Source: an optimization exercise on an open RTL-to-GDS flow (aim: a short achievable clock period and few clock cycles per item). Production flows keep margins and buffers that such runs may drop.
In this exercise RTL edits were held to simulation tests only and were not proved equivalent to the original.
Power figures rest on the tool's default switching activity, not on a simulated workload.

File: design/flow/config.mk
export PLATFORM = sky130hd
export DESIGN_NAME = pipe_divider
export DESIGN_NICKNAME = pipe_divider
export VERILOG_FILES = /design/flow/design.v
export SDC_FILE = /design/flow/constraint.sdc
export NUM_CORES = 4
export LEC_CHECK = 0
export ABC_CLOCK_PERIOD_IN_PS = 4000
export CAP_MARGIN = 20
export CORE_MARGIN = 2
export CORE_UTILIZATION = 35
export GPL_ROUTABILITY_DRIVEN = 1
export GPL_TIMING_DRIVEN = 1
export PLACE_DENSITY = 0.45
export SETUP_SLACK_MARGIN = 5
export SLEW_MARGIN = 20
export TNS_END_PERCENT = 100
File: design/flow/constraint.sdc
create_clock -name core_clock -period 8.0 [get_ports {clk}]
set_input_delay 1.6000 -clock core_clock [delete_from_list [all_inputs] [get_ports {clk}]]
set_output_delay 1.6000 -clock core_clock [all_outputs]
set_load 0.01 [all_outputs]
File: design/flow/design.v
module pipe_divider (
    input  logic        clk,
    input  logic        rst,
    input  logic        in_valid,
    output logic        in_ready,
    input  logic [31:0] dividend,
    input  logic [31:0] divisor,
    output logic        out_valid,
    input  logic        out_ready,
    output logic [31:0] quotient,
    output logic [31:0] remainder,
    output logic        div_by_zero
);
    logic              ov;         
    logic              iter;       
    logic [32:0]       pr;         
    logic [31:0]       as_q;       
    logic              sa;         
    logic              qneg;       
    logic              dz;
    logic [31:0]       q;          
    logic [31:0]       qm;         
    logic [31:0]       qo;         
    logic [2:0]        cnt;        
    logic signed [35:0] my1;    
    logic signed [35:0] my2;    
    logic signed [35:0] my3;    
    logic signed [35:0] my4;    
    logic signed [35:0] my5;    
    logic signed [35:0] my6;    
    logic signed [35:0] my7;    
    logic signed [35:0] my8;    
    logic signed [35:0] my9;    
    logic signed [35:0] my10;    
    logic signed [35:0] my11;    
    logic signed [35:0] my12;    
    logic signed [35:0] my13;    
    logic signed [35:0] my14;    
    logic signed [35:0] my15;    
    logic acc;
    assign in_ready    = !iter && (!ov || out_ready);
    assign acc         = in_valid && in_ready;
    assign out_valid   = ov;
    assign quotient    = qo;
    assign remainder   = pr[31:0] + {31'd0, sa};
    assign div_by_zero = dz;
    logic a_s, a_qneg, a_dz;
    logic signed [32:0] dd;        
    assign a_s    = dividend[31];
    assign a_qneg = dividend[31] ^ divisor[31];
    assign a_dz   = divisor == 32'd0;
    assign dd     = {divisor[31], divisor};
    logic [8:0] t;
    assign t[8] = 1'b0;
    logic signed [34:0] ta0, tb0, tp0, tm0;
    logic tl0, tpp0, tpm0;
    assign ta0 = {{3{dividend[31]}}, dividend[31:0]};
    assign tb0 = {{2{dd[32]}}, dd};
    assign tp0 = ta0 + tb0;
    assign tm0 = ta0 - tb0;
    assign tl0 = 1'b1;
    assign tpp0 = a_s ? (tp0[34] || (tl0 && ((ta0 ^ tb0) == ((ta0 | tb0) << 1)))) : !tp0[34];
    assign tpm0 = a_s ? (tm0[34] || (tl0 && (ta0 == tb0))) : !tm0[34];
    assign t[0] = a_qneg ? tpp0 : tpm0;
    logic signed [34:0] ta1, tb1, tp1, tm1;
    logic tl1, tpp1, tpm1;
    assign ta1 = {{7{dividend[31]}}, dividend[31:4]};
    assign tb1 = {{2{dd[32]}}, dd};
    assign tp1 = ta1 + tb1;
    assign tm1 = ta1 - tb1;
    assign tl1 = dividend[3:0] == 4'd0;
    assign tpp1 = a_s ? (tp1[34] || (tl1 && ((ta1 ^ tb1) == ((ta1 | tb1) << 1)))) : !tp1[34];
    assign tpm1 = a_s ? (tm1[34] || (tl1 && (ta1 == tb1))) : !tm1[34];
    assign t[1] = a_qneg ? tpp1 : tpm1;
    logic signed [34:0] ta2, tb2, tp2, tm2;
    logic tl2, tpp2, tpm2;
    assign ta2 = {{11{dividend[31]}}, dividend[31:8]};
    assign tb2 = {{2{dd[32]}}, dd};
    assign tp2 = ta2 + tb2;
    assign tm2 = ta2 - tb2;
    assign tl2 = dividend[7:0] == 8'd0;
    assign tpp2 = a_s ? (tp2[34] || (tl2 && ((ta2 ^ tb2) == ((ta2 | tb2) << 1)))) : !tp2[34];
    assign tpm2 = a_s ? (tm2[34] || (tl2 && (ta2 == tb2))) : !tm2[34];
    assign t[2] = a_qneg ? tpp2 : tpm2;
    logic signed [34:0] ta3, tb3, tp3, tm3;
    logic tl3, tpp3, tpm3;
    assign ta3 = {{15{dividend[31]}}, dividend[31:12]};
    assign tb3 = {{2{dd[32]}}, dd};
    assign tp3 = ta3 + tb3;
    assign tm3 = ta3 - tb3;
    assign tl3 = dividend[11:0] == 12'd0;
    assign tpp3 = a_s ? (tp3[34] || (tl3 && ((ta3 ^ tb3) == ((ta3 | tb3) << 1)))) : !tp3[34];
    assign tpm3 = a_s ? (tm3[34] || (tl3 && (ta3 == tb3))) : !tm3[34];
    assign t[3] = a_qneg ? tpp3 : tpm3;
    logic signed [34:0] ta4, tb4, tp4, tm4;
    logic tl4, tpp4, tpm4;
    assign ta4 = {{19{dividend[31]}}, dividend[31:16]};
    assign tb4 = {{2{dd[32]}}, dd};
    assign tp4 = ta4 + tb4;
    assign tm4 = ta4 - tb4;
    assign tl4 = dividend[15:0] == 16'd0;
    assign tpp4 = a_s ? (tp4[34] || (tl4 && ((ta4 ^ tb4) == ((ta4 | tb4) << 1)))) : !tp4[34];
    assign tpm4 = a_s ? (tm4[34] || (tl4 && (ta4 == tb4))) : !tm4[34];
    assign t[4] = a_qneg ? tpp4 : tpm4;
    logic signed [34:0] ta5, tb5, tp5, tm5;
    logic tl5, tpp5, tpm5;
    assign ta5 = {{23{dividend[31]}}, dividend[31:20]};
    assign tb5 = {{2{dd[32]}}, dd};
    assign tp5 = ta5 + tb5;
    assign tm5 = ta5 - tb5;
    assign tl5 = dividend[19:0] == 20'd0;
    assign tpp5 = a_s ? (tp5[34] || (tl5 && ((ta5 ^ tb5) == ((ta5 | tb5) << 1)))) : !tp5[34];
    assign tpm5 = a_s ? (tm5[34] || (tl5 && (ta5 == tb5))) : !tm5[34];
    assign t[5] = a_qneg ? tpp5 : tpm5;
    logic signed [34:0] ta6, tb6, tp6, tm6;
    logic tl6, tpp6, tpm6;
    assign ta6 = {{27{dividend[31]}}, dividend[31:24]};
    assign tb6 = {{2{dd[32]}}, dd};
    assign tp6 = ta6 + tb6;
    assign tm6 = ta6 - tb6;
    assign tl6 = dividend[23:0] == 24'd0;
    assign tpp6 = a_s ? (tp6[34] || (tl6 && ((ta6 ^ tb6) == ((ta6 | tb6) << 1)))) : !tp6[34];
    assign tpm6 = a_s ? (tm6[34] || (tl6 && (ta6 == tb6))) : !tm6[34];
    assign t[6] = a_qneg ? tpp6 : tpm6;
    logic signed [34:0] ta7, tb7, tp7, tm7;
    logic tl7, tpp7, tpm7;
    assign ta7 = {{31{dividend[31]}}, dividend[31:28]};
    assign tb7 = {{2{dd[32]}}, dd};
    assign tp7 = ta7 + tb7;
    assign tm7 = ta7 - tb7;
    assign tl7 = dividend[27:0] == 28'd0;
    assign tpp7 = a_s ? (tp7[34] || (tl7 && ((ta7 ^ tb7) == ((ta7 | tb7) << 1)))) : !tp7[34];
    assign tpm7 = a_s ? (tm7[34] || (tl7 && (ta7 == tb7))) : !tm7[34];
    assign t[7] = a_qneg ? tpp7 : tpm7;
    logic nsel0; assign nsel0 = !t[0] || a_dz;
    logic nsel1; assign nsel1 = t[0] && !t[1] && !a_dz;
    logic nsel2; assign nsel2 = t[1] && !t[2] && !a_dz;
    logic nsel3; assign nsel3 = t[2] && !t[3] && !a_dz;
    logic nsel4; assign nsel4 = t[3] && !t[4] && !a_dz;
    logic nsel5; assign nsel5 = t[4] && !t[5] && !a_dz;
    logic nsel6; assign nsel6 = t[5] && !t[6] && !a_dz;
    logic nsel7; assign nsel7 = t[6] && !t[7] && !a_dz;
    logic nsel8; assign nsel8 = t[7] && !t[8] && !a_dz;
    logic signed [32:0] ae;
    assign ae = {{1{dividend[31]}}, dividend} - {32'd0, dividend[31]};
    logic [32:0] pr_acc;
    logic [31:0] as_acc;
    logic [2:0] cnt_acc;
    logic signed [32:0] aesh0; assign aesh0 = ae >>> 0;
    logic signed [32:0] aesh1; assign aesh1 = ae >>> 4;
    logic [32:0] aesl1; assign aesl1 = ae << 28;
    logic signed [32:0] aesh2; assign aesh2 = ae >>> 8;
    logic [32:0] aesl2; assign aesl2 = ae << 24;
    logic signed [32:0] aesh3; assign aesh3 = ae >>> 12;
    logic [32:0] aesl3; assign aesl3 = ae << 20;
    logic signed [32:0] aesh4; assign aesh4 = ae >>> 16;
    logic [32:0] aesl4; assign aesl4 = ae << 16;
    logic signed [32:0] aesh5; assign aesh5 = ae >>> 20;
    logic [32:0] aesl5; assign aesl5 = ae << 12;
    logic signed [32:0] aesh6; assign aesh6 = ae >>> 24;
    logic [32:0] aesl6; assign aesl6 = ae << 8;
    logic signed [32:0] aesh7; assign aesh7 = ae >>> 28;
    logic [32:0] aesl7; assign aesl7 = ae << 4;
    logic signed [32:0] aesh8; assign aesh8 = ae >>> 32;
    logic [32:0] aesl8; assign aesl8 = ae << 0;
    assign pr_acc = ({33{nsel0}} & aesh0[32:0])
                  | ({33{nsel1}} & aesh1[32:0])
                  | ({33{nsel2}} & aesh2[32:0])
                  | ({33{nsel3}} & aesh3[32:0])
                  | ({33{nsel4}} & aesh4[32:0])
                  | ({33{nsel5}} & aesh5[32:0])
                  | ({33{nsel6}} & aesh6[32:0])
                  | ({33{nsel7}} & aesh7[32:0])
                  | ({33{nsel8}} & aesh8[32:0]);
    assign as_acc = ({32{nsel1}} & aesl1[31:0])
                  | ({32{nsel2}} & aesl2[31:0])
                  | ({32{nsel3}} & aesl3[31:0])
                  | ({32{nsel4}} & aesl4[31:0])
                  | ({32{nsel5}} & aesl5[31:0])
                  | ({32{nsel6}} & aesl6[31:0])
                  | ({32{nsel7}} & aesl7[31:0])
                  | ({32{nsel8}} & aesl8[31:0]);
    assign cnt_acc = ({3{nsel1}} & 3'd0)
                   | ({3{nsel2}} & 3'd1)
                   | ({3{nsel3}} & 3'd2)
                   | ({3{nsel4}} & 3'd3)
                   | ({3{nsel5}} & 3'd4)
                   | ({3{nsel6}} & 3'd5)
                   | ({3{nsel7}} & 3'd6)
                   | ({3{nsel8}} & 3'd7);
    logic signed [35:0] dx;
    assign dx = {{4{divisor[31]}}, divisor};
    logic signed [35:0] md1;
    assign md1 = dx;
    logic signed [35:0] md2;
    assign md2 = (dx <<< 1);
    logic signed [35:0] md3;
    assign md3 = (dx <<< 2) - dx;
    logic signed [35:0] md4;
    assign md4 = (dx <<< 2);
    logic signed [35:0] md5;
    assign md5 = dx + (dx <<< 2);
    logic signed [35:0] md6;
    assign md6 = (dx <<< 3) - (dx <<< 1);
    logic signed [35:0] md7;
    assign md7 = (dx <<< 3) - dx;
    logic signed [35:0] md8;
    assign md8 = (dx <<< 3);
    logic signed [35:0] md9;
    assign md9 = dx + (dx <<< 3);
    logic signed [35:0] md10;
    assign md10 = (dx <<< 1) + (dx <<< 3);
    logic signed [35:0] md11;
    logic signed [35:0] md11_s, md11_m, md11_c;
    assign md11_s = dx ^ (dx <<< 1) ^ (dx <<< 3);
    assign md11_m = (dx & (dx <<< 1)) | (dx & (dx <<< 3)) | ((dx <<< 1) & (dx <<< 3));
    assign md11_c = {md11_m[34:0], 1'b0};
    assign md11 = md11_s + md11_c;
    logic signed [35:0] md12;
    assign md12 = (dx <<< 4) - (dx <<< 2);
    logic signed [35:0] md13;
    logic signed [35:0] md13_s, md13_m, md13_c;
    assign md13_s = dx ^ (dx <<< 2) ^ (dx <<< 3);
    assign md13_m = (dx & (dx <<< 2)) | (dx & (dx <<< 3)) | ((dx <<< 2) & (dx <<< 3));
    assign md13_c = {md13_m[34:0], 1'b0};
    assign md13 = md13_s + md13_c;
    logic signed [35:0] md14;
    assign md14 = (dx <<< 4) - (dx <<< 1);
    logic signed [35:0] md15;
    assign md15 = (dx <<< 4) - dx;
    logic signed [37:0] pin;    
    assign pin = {pr[32], pr, as_q[31:28]};
    logic [16:1] p;             
    assign p[16] = 1'b0;
    logic signed [37:0] mx1, s1;
    assign mx1 = {{2{my1[35]}}, my1};
    assign s1 = ({pin, 1'b1} + {mx1, !qneg}) >>> 1;
    assign p[1] = sa ? s1[37] : !s1[37];
    logic signed [37:0] mx2, s2;
    assign mx2 = {{2{my2[35]}}, my2};
    assign s2 = ({pin, 1'b1} + {mx2, !qneg}) >>> 1;
    assign p[2] = sa ? s2[37] : !s2[37];
    logic signed [37:0] mx3, s3;
    assign mx3 = {{2{my3[35]}}, my3};
    assign s3 = ({pin, 1'b1} + {mx3, !qneg}) >>> 1;
    assign p[3] = sa ? s3[37] : !s3[37];
    logic signed [37:0] mx4, s4;
    assign mx4 = {{2{my4[35]}}, my4};
    assign s4 = ({pin, 1'b1} + {mx4, !qneg}) >>> 1;
    assign p[4] = sa ? s4[37] : !s4[37];
    logic signed [37:0] mx5, s5;
    assign mx5 = {{2{my5[35]}}, my5};
    assign s5 = ({pin, 1'b1} + {mx5, !qneg}) >>> 1;
    assign p[5] = sa ? s5[37] : !s5[37];
    logic signed [37:0] mx6, s6;
    assign mx6 = {{2{my6[35]}}, my6};
    assign s6 = ({pin, 1'b1} + {mx6, !qneg}) >>> 1;
    assign p[6] = sa ? s6[37] : !s6[37];
    logic signed [37:0] mx7, s7;
    assign mx7 = {{2{my7[35]}}, my7};
    assign s7 = ({pin, 1'b1} + {mx7, !qneg}) >>> 1;
    assign p[7] = sa ? s7[37] : !s7[37];
    logic signed [37:0] mx8, s8;
    assign mx8 = {{2{my8[35]}}, my8};
    assign s8 = ({pin, 1'b1} + {mx8, !qneg}) >>> 1;
    assign p[8] = sa ? s8[37] : !s8[37];
    logic signed [37:0] mx9, s9;
    assign mx9 = {{2{my9[35]}}, my9};
    assign s9 = ({pin, 1'b1} + {mx9, !qneg}) >>> 1;
    assign p[9] = sa ? s9[37] : !s9[37];
    logic signed [37:0] mx10, s10;
    assign mx10 = {{2{my10[35]}}, my10};
    assign s10 = ({pin, 1'b1} + {mx10, !qneg}) >>> 1;
    assign p[10] = sa ? s10[37] : !s10[37];
    logic signed [37:0] mx11, s11;
    assign mx11 = {{2{my11[35]}}, my11};
    assign s11 = ({pin, 1'b1} + {mx11, !qneg}) >>> 1;
    assign p[11] = sa ? s11[37] : !s11[37];
    logic signed [37:0] mx12, s12;
    assign mx12 = {{2{my12[35]}}, my12};
    assign s12 = ({pin, 1'b1} + {mx12, !qneg}) >>> 1;
    assign p[12] = sa ? s12[37] : !s12[37];
    logic signed [37:0] mx13, s13;
    assign mx13 = {{2{my13[35]}}, my13};
    assign s13 = ({pin, 1'b1} + {mx13, !qneg}) >>> 1;
    assign p[13] = sa ? s13[37] : !s13[37];
    logic signed [37:0] mx14, s14;
    assign mx14 = {{2{my14[35]}}, my14};
    assign s14 = ({pin, 1'b1} + {mx14, !qneg}) >>> 1;
    assign p[14] = sa ? s14[37] : !s14[37];
    logic signed [37:0] mx15, s15;
    assign mx15 = {{2{my15[35]}}, my15};
    assign s15 = ({pin, 1'b1} + {mx15, !qneg}) >>> 1;
    assign p[15] = sa ? s15[37] : !s15[37];
    logic dsel0; assign dsel0 = !p[1];
    logic dsel1; assign dsel1 = p[1] && !p[2];
    logic dsel2; assign dsel2 = p[2] && !p[3];
    logic dsel3; assign dsel3 = p[3] && !p[4];
    logic dsel4; assign dsel4 = p[4] && !p[5];
    logic dsel5; assign dsel5 = p[5] && !p[6];
    logic dsel6; assign dsel6 = p[6] && !p[7];
    logic dsel7; assign dsel7 = p[7] && !p[8];
    logic dsel8; assign dsel8 = p[8] && !p[9];
    logic dsel9; assign dsel9 = p[9] && !p[10];
    logic dsel10; assign dsel10 = p[10] && !p[11];
    logic dsel11; assign dsel11 = p[11] && !p[12];
    logic dsel12; assign dsel12 = p[12] && !p[13];
    logic dsel13; assign dsel13 = p[13] && !p[14];
    logic dsel14; assign dsel14 = p[14] && !p[15];
    logic dsel15; assign dsel15 = p[15] && !p[16];
    logic [32:0] pr_it;
    logic [3:0] dig;
    assign pr_it = ({33{dsel0}} & pin[32:0])
                 | ({33{dsel1}} & s1[32:0])
                 | ({33{dsel2}} & s2[32:0])
                 | ({33{dsel3}} & s3[32:0])
                 | ({33{dsel4}} & s4[32:0])
                 | ({33{dsel5}} & s5[32:0])
                 | ({33{dsel6}} & s6[32:0])
                 | ({33{dsel7}} & s7[32:0])
                 | ({33{dsel8}} & s8[32:0])
                 | ({33{dsel9}} & s9[32:0])
                 | ({33{dsel10}} & s10[32:0])
                 | ({33{dsel11}} & s11[32:0])
                 | ({33{dsel12}} & s12[32:0])
                 | ({33{dsel13}} & s13[32:0])
                 | ({33{dsel14}} & s14[32:0])
                 | ({33{dsel15}} & s15[32:0])
                 ;
    assign dig[0] = dsel1 | dsel3 | dsel5 | dsel7 | dsel9 | dsel11 | dsel13 | dsel15;
    assign dig[1] = dsel2 | dsel3 | dsel6 | dsel7 | dsel10 | dsel11 | dsel14 | dsel15;
    assign dig[2] = dsel4 | dsel5 | dsel6 | dsel7 | dsel12 | dsel13 | dsel14 | dsel15;
    assign dig[3] = dsel8 | dsel9 | dsel10 | dsel11 | dsel12 | dsel13 | dsel14 | dsel15;
    logic [31:0] q_it, qm_it;
    assign q_it  = {q[27:0], dig};
    assign qm_it = dsel0 ? {qm[27:0], {4{1'b1}}} : {q[27:0], dig - 4'd1};
    always_ff @(posedge clk or posedge rst)
        if (rst) begin
            ov   <= 1'b0;
            iter <= 1'b0;
        end else begin
            if (acc) begin
                ov   <= nsel0;
                iter <= !nsel0;
            end else if (iter) begin
                if (cnt == 3'd0) begin
                    iter <= 1'b0;
                    ov   <= 1'b1;
                end
            end else if (out_ready) begin
                ov <= 1'b0;
            end
        end
    always_ff @(posedge clk)
        if (acc) begin
            pr   <= pr_acc;
            as_q <= as_acc;
            cnt  <= cnt_acc;
            sa   <= a_s;
            qneg <= a_qneg;
            dz   <= a_dz;
            q    <= 32'd0;
            qm   <= 32'hFFFF_FFFF;
            qo   <= a_dz ? 32'hFFFF_FFFF : 32'd0;
            my1 <= md1 ^ {36{!a_qneg}};
            my2 <= md2 ^ {36{!a_qneg}};
            my3 <= md3 ^ {36{!a_qneg}};
            my4 <= md4 ^ {36{!a_qneg}};
            my5 <= md5 ^ {36{!a_qneg}};
            my6 <= md6 ^ {36{!a_qneg}};
            my7 <= md7 ^ {36{!a_qneg}};
            my8 <= md8 ^ {36{!a_qneg}};
            my9 <= md9 ^ {36{!a_qneg}};
            my10 <= md10 ^ {36{!a_qneg}};
            my11 <= md11 ^ {36{!a_qneg}};
            my12 <= md12 ^ {36{!a_qneg}};
            my13 <= md13 ^ {36{!a_qneg}};
            my14 <= md14 ^ {36{!a_qneg}};
            my15 <= md15 ^ {36{!a_qneg}};
        end else if (iter) begin
            pr   <= pr_it;
            as_q <= as_q << 4;
            cnt  <= cnt - 3'd1;
            q    <= q_it;
            qm   <= qm_it;
            qo   <= qneg ? ~qm_it : q_it;
        end
endmodule
File: design/flow/run.sh
#!/bin/bash
# synth_recipe.tcl (not shown) runs the flow's synth.tcl, then flattens the netlist and writes it again
# the make line also repeats each setting of config.mk as NAME=value (left out here)
make -C /OpenROAD-flow-scripts/flow DESIGN_CONFIG=/design/flow/config.mk WORK_HOME=/design/flow/orfs CLKGATE_MAP_FILE= SYNTH_SCRIPT=/design/flow/synth_recipe.tcl finish
==> results of run 1 <==
[where the power goes]
group / total [mW] / internal (mW) / leakage (nW) / switching [mW]
registers: 4.30 / 3.47 / 3.91 / 0.821
clock network: 2.77 / 1.54 / 0.925 / 1.23
logic: 28.8 / 11.5 / 35.6 / 17.3
total: 35.9 / 16.5 / 40.5 / 19.3
[repair_timing]
action,4_1_cts,5_1_grt
pin swaps,651,514
hold buffers,0,0
setup endpoints to repair,800,438
buffers inserted,793,252
cloned,36,12
gates resized for setup,2302,656
[worst max-delay path, cell delays in order]
cell        delay (ns)
buf_8             0.08
clkinvlp_4        0.19
ha_4              0.29
nor4b_4           0.28
and3b_2           0.28
and3_4            0.31
nand3_2           0.09
or4_4             0.44
o41ai_2           0.22
a21oi_1           0.07
o31a_1            0.31
nor3b_4           0.19
buf_12            0.14
buf_12            0.13
a22oi_2           0.15
o211ai_1          0.17
a221oi_2          0.45
a21oi_1           0.14
[through the flow]
| stage | area (um^2) | power (mW) | std cells | worst slack, ns | util (%) |
|---|---|---|---|---|---|
| finish | 100000 | 35.9 | 12300 | 2.85 | 51.0 |
| global route | 100000 | 37.2 | 12300 | 2.86 | 51.0 |
| CTS | 95100 | 33.0 | 12000 | 2.84 | 48.3 |
| detailed placement | 75900 | 25.9 | 11100 | 0.329 | 38.6 |
| global placement | 75900 | 26.0 | 11100 | 0.402 | 38.6 |
| floorplan | 69800 | 17.0 | 8227 | 2.94 | - |
[routing by layer]
layer / global-route usage [%] / routed length (um) / vias up
met1: 49.7 / 166000 / 37900
li1: - / - / 33700
met4: 22.4 / 31900 / 10
met3: 6.20 / 34100 / 970
met5: 0 / 80 / -
met2: 60.7 / 179000 / 3802
[cell usage after synthesis (21+ instances only)]
library cell,instances,area share [%]
a31oi_1,125,1.1
nand2b_1,105,0.95
o22ai_1,28,0.25
and2_1,35,0.32
nand4_1,115,1.0
xnor2_1,700,8.9
o31ai_1,41,0.44
a21oi_1,783,5.7
a221o_1,27,0.39
clkbuf_1,161,0.87
inv_1,322,1.7
ha_1,1237,22
o2111ai_1,31,0.39
edfxtp_1,368,16
nand3_1,155,1.1
or3_1,40,0.36
or2_2,30,0.27
a221oi_1,83,1.1
o211ai_1,69,0.75
nor2_1,541,2.9
nor4_1,84,0.76
a211o_1,30,0.38
o21ai_0,470,3.4
a21o_1,329,3.6
o21bai_1,129,1.4
fa_1,65,1.9
and3_1,78,0.71
o221ai_1,23,0.29
a21boi_0,24,0.26
nand2_1,587,3.2
nor3_1,133,0.96
nor2b_1,85,0.77
a222oi_1,49,0.71
xor2_1,362,4.6
and4_1,27,0.34
a211oi_1,97,1.1
dfxtp_1,56,1.6
o21a_1,89,0.97
a22oi_1,84,0.91
o21ai_1,21,0.15
buf_1,30,0.16
[sequential cells by signal, summed over array words and instances, names as in the netlist, 2 cells and up]
register,flops
my13,35
my8,29
q,28
qo,32
my9,33
my12,31
pr,33
my7,2
cnt,3
qm,28
my15,36
my11,34
my14,32
my10,31
as_q,32
[layout make-up]
class / count / area [um^2]
fillers: 18300 / 96400
well taps: 2640 / 3300
inverters: 326 / 1510
multi-input cells: 7264 / 65400
flip-flops and latches: 426 / 12200
clock buffers: 75 / 1600
repair buffers: 1532 / 16000
repair inverters: 6 / 83.8
diodes: 8 / 20.0
clock inverters: 30 / 304
[worst max path at each step]
stage                start  endpoint  slack, ns
2_1_floorplan   divisor[0]  my13[35]       2.94
3_3_place_gp          qneg     qo[2]       0.40
3_5_place_dp          qneg     qo[2]       0.33
4_1_cts        divisor[28]     pr[7]       2.84
5_1_grt        divisor[28]     pr[2]       2.86
6_report       divisor[28]     pr[2]       2.85
[logic make-up after synthesis]
logic type | after synthesis
XOR/XNOR | 1062
buffers and inverters | 541
multiplexers | 24
flip-flops | 426
AO/OA/AOI/OAI | 2780
AND/OR/NAND/NOR | 2092
adder cells (fa/ha/maj) | 1302
==> results.ini, run 1 <==
[global_routing]
grt_first_pass_wirelength_mm = 557
grt_overflow = 0
track_usage_pct = 38.5
grt_pass1_vias = 72900
antenna_found_initial = 24
grt_max_degree = 99

[final_layout]
finalNetCount = 11000
area_growth_pct = 45.1
drive_gt1_share_pct = 31.3
layout_commonest_cell = ha_1
mostFrequentLayoutCells = ha_1 (1013), buf_4 (835), a21oi_1 (600), xnor2_1 (598), nand2_1 (525)

[critical_path]
cp-start-kind = input pin
crit_fanout = 7
rr_startpoint = as_q[28]
rr_worst_depth = 23
r2r_setup_slack_ns = 2.89
required_ns = 8.41
critPathCaptureType = flip-flop
worstPathArrival_ns = 5.56
r2r-end = qo[2]
crit_type = in -> reg

[die]
die-area_mm2 = 0.201
fp-row-count = 163
io_pins = 135
die_y_um = 449
chipWidth_um = 449
core_area_mm2 = 0.197
initial_core_util_pct = 35.2

[cts]
cts_max_level = 2
cts_tree = built
numCtsBuffers = 57
cts_root_buf = clkbuf_16
clkSinkCount = 426
clk_latency_ns = 0.70
clock_path_buffers = 3
clk_pin_slew_ns = 0.07

[drt]
drt-total-wl_mm = 411
drtAntennaViolNets = 0
dr.pass1.iters = 7
drt-wirelength-per-cell_um = 33.4
drtIter0Drc = 8382
vias_per_cell = 6.21
vias = 76400
drcViolationCount = 0

[logic_synthesis]
synthMuxAreaShare_pct = 0.362
ys_seq_area_share_pct = 17.7
synth_flop_cell = edfxtp_1
postSynthCellCount = 8227
synth_top_family_by_area = compound AO/OA/AOI/OAI gates
synth_compound_area_share_pct = 26.6
yosys.area_share.simple_pct = 14.7
ys.warnings.count = 1
syn_area_per_cell_um2 = 8.41
synth_area_mm2 = 0.0692
async_flop_share_pct = 0.469
synth_edf_count = 368
synthXorXnorAreaFrac_pct = 13.4
synth_fp_nets = 9597
synth_adder_area_share_pct = 24.2
synth_cell_types = 104
ys_ff_latch = 426

[worst_hold_path]
holdPathStages = 2
hold_end = q[27]
hp-start = q[27]
hold_path.class = reg -> reg

[timing]
hold_viol = 0
fmax_mhz = 194
finalMaxSlewViolations = 0
fin_skew_ns = 0.0381
worstMarginPinSlew_ns = 1.27
finalCriticalPeriod_ns = 5.15
setup_viol = 0
rsz0062_at_grt = yes
slew_headroom_pct = 14.6
finalCritPeriodShare_pct = 64.3
hold_slack_ns = 0.482
tns_ns = 0

[pwr]
p_leak_nw = 40.5
pwr_density_cell_mw_per_mm2 = 357
vdd.ir_drop.worst_mv = 0.244

[run_status]
status = timing/DRC/antenna clean

[flow_run]
cap_viol_max_count = 0

[place]
gp_congestion = 1.05
io_buffers = 134
dpl.hpwl_mm = 300

Testbench counts, summed over its fixed seeds: cycles 4,637, items 1,600.
==> run 2, diff against run 1 <==
--- a/design/flow/config.mk
+++ b/design/flow/config.mk
@@ -9,8 +9,7 @@
 export CAP_MARGIN = 20
 export CORE_MARGIN = 2
-export CORE_UTILIZATION = 35
+export CORE_UTILIZATION = 40
 export GPL_ROUTABILITY_DRIVEN = 1
 export GPL_TIMING_DRIVEN = 1
-export PLACE_DENSITY = 0.45
 export SETUP_SLACK_MARGIN = 5
 export SLEW_MARGIN = 20
==> results.ini, run 2 <==
[run_status]
status = timing/DRC/antenna clean

[drt]
drt-total-wl_mm = 386  ; -6.1%
drt-wirelength-per-cell_um = 32.7  ; -2.1%
vias = 76200  ; -0.31%
dr.pass1.iters = 9  ; +2
drtAntennaViolNets = 0  ; unchanged
vias_per_cell = 6.45  ; +3.9%
drcViolationCount = 0  ; unchanged
drtIter0Drc = 8619  ; +2.8%

[place]
gp_congestion = 1.04  ; -1.5%
placed_area_mm2 = 0.0756  ; -0.41%
pre_cts_ws_ns = 0.647  ; +0.318 ns
dpl.hpwl_mm = 279  ; -7.1%
io_buffers = 134  ; unchanged

[logic_synthesis]
synth_cell_types = 104  ; unchanged
synth_compound_area_share_pct = 26.6  ; unchanged
syn_area_per_cell_um2 = 8.41  ; unchanged
yosysTopAreaCell = ha_1
ys_ff_latch = 426  ; unchanged
synth_area_leaders = ha_1 (22%), edfxtp_1 (16%), xnor2_1 (8.9%)
yosys.area_share.simple_pct = 14.7  ; unchanged
synth_top_area_share_pct = 22.4  ; unchanged
synth_flop_cell = edfxtp_1
synth.most_common_cell = ha_1
postSynthCellCount = 8227  ; unchanged
synth_adder_area_share_pct = 24.2  ; unchanged
async_flop_share_pct = 0.469  ; unchanged
ys_seq_area_share_pct = 17.7  ; unchanged
synth_commonest_cells = ha_1 (1237), a21oi_1 (783), xnor2_1 (700)
synthMuxAreaShare_pct = 0.362  ; unchanged
ys.warnings.count = 1  ; unchanged
synth_edf_count = 368  ; unchanged
synth_area_mm2 = 0.0692  ; unchanged
synth_top_family_by_area = compound AO/OA/AOI/OAI gates
synthXorXnorAreaFrac_pct = 13.4  ; unchanged
synth_fp_nets = 9597  ; unchanged

[timing]
finalMaxSlewViolations = 0  ; unchanged
setup_viol = 0  ; unchanged
tns_ns = 0  ; unchanged
fmax_mhz = 191  ; -1.5%
fin_skew_ns = 0.0585  ; +0.0203 ns
hold_slack_ns = 0.481  ; -0.00111 ns
finalCriticalPeriod_ns = 5.22  ; +0.0795 ns
worstMarginPinSlew_ns = 1.21  ; -0.0566 ns
rsz0062_at_grt = yes
slew_headroom_pct = 18.4  ; +3.8 points
finalCritPeriodShare_pct = 65.3  ; +0.99 points
hold_viol = 0  ; unchanged
layout_setup_ws_ns = 2.78  ; -0.0795 ns

[cts]
cts_max_level = 2  ; unchanged
clk_pin_slew_ns = 0.06  ; about the same
clock_path_buffers = 3  ; unchanged
cts_tree = built
numCtsBuffers = 55  ; -3.5%
clk_latency_ns = 0.73  ; +0.03 ns
clkSinkCount = 426  ; unchanged
cts_root_buf = clkbuf_16

[final_layout]
area_growth_pct = 40.4
layout_commonest_cell = ha_1
finalNetCount = 10800  ; -1.6%
finalInstanceArea_mm2 = 0.0971  ; -3.3%
reg.largest.list = my15: 36 flops, my13: 35 flops, my11: 34 flops
multi_input_area_mm2 = 0.0644  ; -1.5%
regArea_mm2 = 0.0122  ; unchanged
drive_gt1_share_pct = 28.7  ; -2.6 points
mostFrequentLayoutCells = ha_1 (1071), buf_4 (747), a21oi_1 (621), xnor2_1 (591), nand2_1 (554)
nFillCells = 15100  ; -18%
largest_register_ffs = 36  ; unchanged
regMostFlops = my15

[critical_path]
worstPathArrival_ns = 5.67  ; +0.11 ns
crit_type = reg -> reg
crit_chain = buf_6 -> fa_2 -> a211oi_2 -> buf_4 -> o21ai_4 -> a31oi_4 -> o21ai_4 -> a32o_2 -> or4_4 -> nand4_1 -> buf_12 -> nand3_4 -> nor2b_4 -> buf_8 -> and2_4 -> buf_12 -> nand2_4 -> buf_8 -> inv_6 -> ha_4 -> buf_6 -> mux2_4 -> a221oi_2 -> nor2_1
cp-start-kind = flip-flop
critPathCaptureType = flip-flop
crit_fanout = 2  ; -5
rr_worst_depth = 24  ; +4.3%
cp_top_family = compound AO/OA/AOI/OAI gates
r2r_setup_slack_ns = 2.78  ; -0.11 ns
cpPeakStageDelay_ns = 0.57  ; +0.12 ns
cp.depth = 24  ; +6
required_ns = 8.44  ; +0.03 ns
crit_slowest_cell = edfxtp_1
critPathBufInv = 8  ; +4
crit_start = as_q[28]
rr_startpoint = as_q[28]
r2r-end = qo[2]

[global_routing]
track_usage_pct = 41.6  ; +3.1 points
grt_max_degree = 83  ; -16%
grt_first_pass_wirelength_mm = 528  ; -5.2%
grt_overflow = 0  ; unchanged
antenna_found_initial = 23  ; -4.2%
grt_pass1_vias = 73400  ; +0.73%

[pwr]
pwr_density_cell_mw_per_mm2 = 356  ; -0.26%
power_switching_mw = 18.6  ; -3.7%
vdd.ir_drop.worst_mv = 0.422  ; +73%
p_int_mw = 16.0  ; -3.4%
clkPwrFrac_pct = 7.8  ; about the same
swShare_pct = 53.9  ; -0.062 points
p_seq_share_pct = 12.0  ; about the same
fin_total_pwr_mw = 34.6  ; -3.5%
pwr-share-comb_pct = 80.2  ; about the same
p_leak_nw = 39.4  ; -2.6%

[worst_hold_path]
holdPathStages = 2  ; unchanged
hold_end = q[24]
hp-start = q[24]
hold_path.class = reg -> reg

[die]
chipWidth_um = 420  ; -6.4%
initial_core_util_pct = 40.3  ; +5.1 points
die_y_um = 420  ; -6.4%
fp-row-count = 152  ; -6.7%
core_area_mm2 = 0.172  ; -13%
die-area_mm2 = 0.176  ; -12%
io_pins = 135  ; unchanged

[flow_run]
cap_viol_max_count = 0  ; unchanged

==> run 2: cell counts after synthesis <==
Identical to the previous run, type by type.
==> run 2: worst reg2reg max path, delay by kind of cell (launching register included) <==
| family | cells | cell delay, ns |
|---|---|---|
| AO/OA/AOI/OAI | 6 | 1.24 |
| flip-flops | 1 | 0.57 |
| multiplexers | 1 | 0.26 |
| adder cells (fa/ha/maj) | 2 | 0.57 |
| AND/OR/NAND/NOR | 7 | 1.17 |
| buffers and inverters | 8 | 1.13 |
==> run 2: worst max-delay path by stage <==
stage                           to  slack (ns)
after CTS                    qo[2]        2.91
after global placement    my11[35]        0.71
final                        qo[2]        2.78
after global routing         qo[3]        2.78
after detailed placement     pr[7]        0.65
after floorplan           my13[35]        2.94
==> run 2: cell type report <==
cell class,count,share of cell area (%)
antenna,12,0.0309
clock buffer,65,1.51
clock inverter,38,0.419
inverter,326,1.52
multi-input combinational,7261,66.3
sequential,426,12.6
tap,2310,2.98
timing repair buffer,1363,14.6
timing repair inverter,7,0.0760
==> run 2: cells by family after synthesis <==
logic type,count (synthesis)
AO/OA/AOI/OAI,2780
XOR/XNOR,1062
adder cells (fa/ha/maj),1302
flip-flops,426
buffers and inverters,541
multiplexers,24
AND/OR/NAND/NOR,2092
==> run 2: repair_timing <==
action / in CTS / in global routing
resized for setup: 2147 / 595
endpoints found under the hold margin: 0 / 0
buffers inserted: 640 / 233
pin swaps: 532 / 478
gates cloned: 37 / 3
hold buffers: 0 / 0
endpoints found under the setup margin: 789 / 607
==> run 2: layer usage <==
metal,up-vias,track usage [%],share of wire [%]
met2,4395,65.6,44
li1,33300,-,-
met5,-,0,0.017
met4,10,32.0,9.7
met1,37100,50.2,38
met3,1338,7.52,8.9
==> run 2: stage by stage <==
step / utilization, % / cells
2_1_floorplan: - / 8227
4_1_cts: 53.7 / 11600
3_5_place_dp: 44.0 / 10800
6_report: 56.6 / 11800
5_1_grt: 56.5 / 11800
3_3_place_gp: 44.0 / 10800
==> run 2: power groups by stage <==
stage | clock network (mW) | registers (mW) | logic, mW
after floorplan | 0 | 4.00 | 13.0
after global placement | 0 | 4.37 | 20.8
after detailed placement | 0 | 4.38 | 20.9
after CTS | 2.71 | 4.09 | 25.3
after global routing | 2.78 | 4.17 | 28.8
final | 2.71 | 4.15 | 27.7
==> run 3, diff against run 2 <==
--- a/design/flow/design.v
+++ b/design/flow/design.v
@@ -310,5 +310,5 @@
     logic dsel15; assign dsel15 = p[15] && !p[16];
     logic [32:0] pr_it;
-    logic [3:0] dig;
+    logic [3:0] dig, digm1, dign;    
     assign pr_it = ({33{dsel0}} & pin[32:0])
                  | ({33{dsel1}} & s1[32:0])
@@ -332,7 +332,16 @@
     assign dig[2] = dsel4 | dsel5 | dsel6 | dsel7 | dsel12 | dsel13 | dsel14 | dsel15;
     assign dig[3] = dsel8 | dsel9 | dsel10 | dsel11 | dsel12 | dsel13 | dsel14 | dsel15;
-    logic [31:0] q_it, qm_it;
+    assign digm1[0] = dsel0 | dsel2 | dsel4 | dsel6 | dsel8 | dsel10 | dsel12 | dsel14;
+    assign digm1[1] = dsel0 | dsel3 | dsel4 | dsel7 | dsel8 | dsel11 | dsel12 | dsel15;
+    assign digm1[2] = dsel0 | dsel5 | dsel6 | dsel7 | dsel8 | dsel13 | dsel14 | dsel15;
+    assign digm1[3] = dsel0 | dsel9 | dsel10 | dsel11 | dsel12 | dsel13 | dsel14 | dsel15;
+    assign dign[0] = dsel1 | dsel3 | dsel5 | dsel7 | dsel9 | dsel11 | dsel13 | dsel15;
+    assign dign[1] = dsel1 | dsel2 | dsel5 | dsel6 | dsel9 | dsel10 | dsel13 | dsel14;
+    assign dign[2] = dsel1 | dsel2 | dsel3 | dsel4 | dsel9 | dsel10 | dsel11 | dsel12;
+    assign dign[3] = dsel1 | dsel2 | dsel3 | dsel4 | dsel5 | dsel6 | dsel7 | dsel8;
+    logic [31:0] q_it, qm_it, qo_it;
     assign q_it  = {q[27:0], dig};
-    assign qm_it = dsel0 ? {qm[27:0], {4{1'b1}}} : {q[27:0], dig - 4'd1};
+    assign qm_it = {dsel0 ? qm[27:0] : q[27:0], digm1};
+    assign qo_it = qneg ? {dsel0 ? ~qm[27:0] : ~q[27:0], dign} : q_it;    
     always_ff @(posedge clk or posedge rst)
         if (rst) begin
@@ -355,11 +364,7 @@
         if (acc) begin
             pr   <= pr_acc;
-            as_q <= as_acc;
-            cnt  <= cnt_acc;
             sa   <= a_s;
             qneg <= a_qneg;
             dz   <= a_dz;
-            q    <= 32'd0;
-            qm   <= 32'hFFFF_FFFF;
             qo   <= a_dz ? 32'hFFFF_FFFF : 32'd0;
             my1 <= md1 ^ {36{!a_qneg}};
@@ -380,9 +385,11 @@
         end else if (iter) begin
             pr   <= pr_it;
-            as_q <= as_q << 4;
-            cnt  <= cnt - 3'd1;
-            q    <= q_it;
-            qm   <= qm_it;
-            qo   <= qneg ? ~qm_it : q_it;
+            qo   <= qo_it;
         end
+    always_ff @(posedge clk) begin
+        as_q <= acc ? as_acc : as_q << 4;
+        cnt  <= acc ? cnt_acc : cnt - 3'd1;
+        q    <= acc ? 32'd0 : q_it;
+        qm   <= acc ? 32'hFFFF_FFFF : qm_it;
+    end
 endmodule
==> results.ini, run 3 <==
[final_layout]
multi_input_area_mm2 = 0.0642  ; -0.25%
finalInstanceArea_mm2 = 0.0961  ; -1.0%
drive_gt1_share_pct = 28.5  ; -0.14 points
layout_commonest_cell = ha_1
mostFrequentLayoutCells = ha_1 (1062), buf_4 (684), a21oi_1 (623), xnor2_1 (580), nor2_1 (468)
reg.largest.list = my11: 35 flops, my13: 35 flops, my15: 35 flops
regArea_mm2 = 0.0119  ; -2.8%
nFillCells = 14700  ; -2.6%
finalNetCount = 10500  ; -2.4%
area_growth_pct = 40.6

[run_status]
status = timing/DRC/antenna clean

[timing]
layout_setup_ws_ns = 2.59  ; -0.186 ns
finalCriticalPeriod_ns = 5.41  ; +0.186 ns
worstMarginPinSlew_ns = 1.29  ; +0.0792 ns
setup_viol = 0  ; unchanged
finalMaxSlewViolations = 0  ; unchanged
hold_viol = 0  ; unchanged
fin_skew_ns = 0.0310  ; -0.0275 ns
rsz0062_at_grt = yes
slew_headroom_pct = 13.1  ; -5.3 points
finalCritPeriodShare_pct = 67.6  ; +2.3 points
fmax_mhz = 185  ; -3.4%
tns_ns = 0  ; unchanged

[global_routing]
grt_first_pass_wirelength_mm = 518  ; -1.9%
grt_overflow = 0  ; unchanged
grt_max_degree = 96  ; +16%
antenna_found_initial = 18  ; -22%
grt_pass1_vias = 70900  ; -3.5%
track_usage_pct = 41.2  ; -0.41 points

[die]
die_y_um = 417  ; -0.60%
initial_core_util_pct = 40.3  ; about the same
chipWidth_um = 417  ; -0.60%
fp-row-count = 151  ; -0.66%
die-area_mm2 = 0.174  ; -1.2%
io_pins = 135  ; unchanged
core_area_mm2 = 0.170  ; -1.2%

[place]
io_buffers = 134  ; unchanged
pre_cts_ws_ns = 0.206  ; -0.441 ns
placed_area_mm2 = 0.0749  ; -0.95%
gp_congestion = 1.06  ; +1.8%
dpl.hpwl_mm = 277  ; -0.77%

[critical_path]
critPathCaptureType = flip-flop
critPathBufInv = 12  ; +4
cpPeakStageDelay_ns = 0.38  ; -0.19 ns
crit_type = in -> reg
rr_worst_depth = 17  ; -29%
r2r-end = pr[30]
required_ns = 8.51  ; +0.07 ns
crit_fanout = 4  ; +2
r2r_setup_slack_ns = 2.66  ; -0.12 ns
rr_startpoint = pr[2]
cp_top_family = compound AO/OA/AOI/OAI gates
worstPathArrival_ns = 5.92  ; +0.25 ns
crit_top_cell = buf_4
crit_slowest_cell = a2111oi_2
cp-start-kind = input pin

[cts]
cts_max_level = 2  ; unchanged
clkSinkCount = 426  ; unchanged
cts_root_buf = clkbuf_16
clock_path_buffers = 3  ; unchanged
numCtsBuffers = 51  ; -7.3%
cts_tree = built
clk_latency_ns = 0.68  ; -0.05 ns
clk_pin_slew_ns = 0.06  ; about the same
ctsHoldBuffers = 0  ; unchanged

[logic_synthesis]
syn_area_per_cell_um2 = 8.53  ; +1.4%
synth_flop_cell = edfxtp_1
synth_compound_area_share_pct = 25.7  ; -0.92 points
synth.most_common_cell = ha_1
ys_ff_latch = 426  ; unchanged
synth_top_area_share_pct = 22.6  ; +0.26 points
ys.warnings.count = 1  ; unchanged
synth_area_mm2 = 0.0684  ; -1.2%
synth_top_family_by_area = compound AO/OA/AOI/OAI gates
yosys.area_share.simple_pct = 14.4  ; -0.29 points
synth_area_leaders = ha_1 (23%), edfxtp_1 (15%), xnor2_1 (8.9%)
synth_edf_count = 333  ; -9.5%
synth_commonest_cells = ha_1 (1236), a21oi_1 (752), xnor2_1 (693)
synth_cell_types = 107  ; +2.9%
ys_seq_area_share_pct = 17.4  ; -0.29 points
postSynthCellCount = 8014  ; -2.6%
yosysTopAreaCell = ha_1
synth_adder_area_share_pct = 24.5  ; +0.28 points
synthMuxAreaShare_pct = 1.22  ; +0.86 points
synthXorXnorAreaFrac_pct = 13.9  ; +0.45 points
async_flop_share_pct = 0.469  ; unchanged
synth_fp_nets = 9383  ; -2.2%

[flow_run]
cap_viol_max_count = 0  ; unchanged

[drt]
drtAntennaViolNets = 0  ; unchanged
drt-wirelength-per-cell_um = 33.3  ; +1.8%
drcViolationCount = 0  ; unchanged
vias_per_cell = 6.49  ; +0.61%
drt-total-wl_mm = 381  ; -1.3%
vias = 74300  ; -2.5%
dr.pass1.iters = 11  ; +2
drtIter0Drc = 8367  ; -2.9%

[pwr]
fin_total_pwr_mw = 34.5  ; -0.21%
p_leak_nw = 39.2  ; -0.48%
pwr_density_cell_mw_per_mm2 = 359  ; +0.84%
vdd.ir_drop.worst_mv = 0.298  ; -29%

[worst_hold_path]
holdPathStages = 2  ; unchanged
hold_end = as_q[11]
hold_path.class = reg -> reg
hp-start = as_q[7]

run 3: changes by cell type after synthesis, sizes merged, moves of 25 or more:
cell,delta
mux2i,+57
a21oi,-26
clkbuf,-30
a2111oi,+28
a21o,+32
a211oi,-33
nand2,-165
dfxtp,+35
and2,+34
o21bai,+25
xor2,+29
a31oi,-46
o21ai,-80
edfxtp,-35
run 3: layout make-up:
cell class | count | area share [%]
Antenna cell | 7 | 0.0182
Clock buffer | 62 | 1.49
Clock inverter | 31 | 0.370
Inverter | 307 | 1.40
Multi-Input combinational cell | 7081 | 66.8
Sequential cell | 426 | 12.4
Tap cell | 2218 | 2.89
Timing Repair Buffer | 1307 | 14.6
Timing Repair inverter | 4 | 0.0443
run 3: per-layer routing:
metal | share of wire (%) | GRT usage [%] | wire [um] | up-vias
li1 | - | - | - | 32400
met1 | 38 | 51.8 | 146000 | 36400
met2 | 43 | 64.7 | 165000 | 4279
met3 | 9.7 | 7.72 | 36800 | 1220
met4 | 8.6 | 26.7 | 32700 | 18
met5 | 0.046 | 0 | 177 | -
run 3: tightest hold or removal path, cell delays in order (launching register included):
cell and delay (ns):
dfxtp_1 0.30, nand2_1 0.04, o21ai_1 0.05
run 3: per-stage QoR:
stage | utilization (%) | hold WS [ns] | std cells
2_1_floorplan | - | 0.401 | 8014
3_3_place_gp | 44.1 | 0.414 | 10500
3_5_place_dp | 44.1 | 0.417 | 10500
4_1_cts | 53.3 | 0.430 | 11200
5_1_grt | 56.6 | 0.446 | 11400
6_report | 56.6 | 0.431 | 11400
run 3: repair_timing:
action / in CTS / in global routing
pin swaps: 512 / 489
setup endpoints to repair: 799 / 509
gates resized for setup: 1991 / 660
gates cloned: 36 / 11
setup buffers: 572 / 249
run 3: where the power goes:
part	internal (mW)	total (mW)	switching, mW
registers	3.36	4.08	0.719
clock network	1.45	2.59	1.14
logic	11.0	27.8	16.9
total	15.8	34.5	18.7
run 3: kinds of logic after synthesis:
logic type / count (synthesis)
fa+ha+maj: 1301
buf+inv: 510
simple gates: 1986
xor+xnor: 1084
flops: 426
mux: 82
compound gates: 2625
run 3: worst max path at each step:
stage                      start        to  cells past startpoint  slack [ns]
finish                divisor[1]    pr[20]                     25        2.59
global route          divisor[1]     pr[1]                     24        2.51
CTS                 dividend[28]    pr[31]                     19        2.71
floorplan             divisor[2]  my11[34]                     18        2.80
detailed placement    divisor[1]     pr[1]                     19        0.21
global placement      divisor[1]     pr[1]                     22       -1.84
Testbench counts of run 3, summed over its fixed seeds: cycles 4,637, items 1,600.

-- re-timing with driven ports --
No port has a modelled driver above. Below, the same layouts with a new extraction and two added sets of constraints.
Step 1 sets driving cells, clkbuf_16 on the clock port and buf_2 on the other inputs (assumed; they add their load-dependent delay and slew).
Step 2 also shifts input and output timing later by t, the mid clock arrival at the registers, as if the neighbouring blocks saw the same clock.
Slacks: ideal / step 1 / step 2; pairs: ideal / step 1.
run | shift t [ns] | slack for setup (ns) | worst setup path at the end | clock arrival spread, ns
run 1 | 0.782 | 2.855 / 2.829 / 2.046 | input to register | 0.038 / 0.039
run 2 | 0.791 | 2.775 / 2.775 / 2.233 | input to register | 0.059 / 0.059
run 3 | 0.738 | 2.589 / 2.557 / 1.819 | input to register | 0.032 / 0.032
After both steps setup and hold are still met in every run listed. For run 1, which loses most, drivers alone change the setup slack by -0.026 ns; drivers and shift together by -0.809 ns.
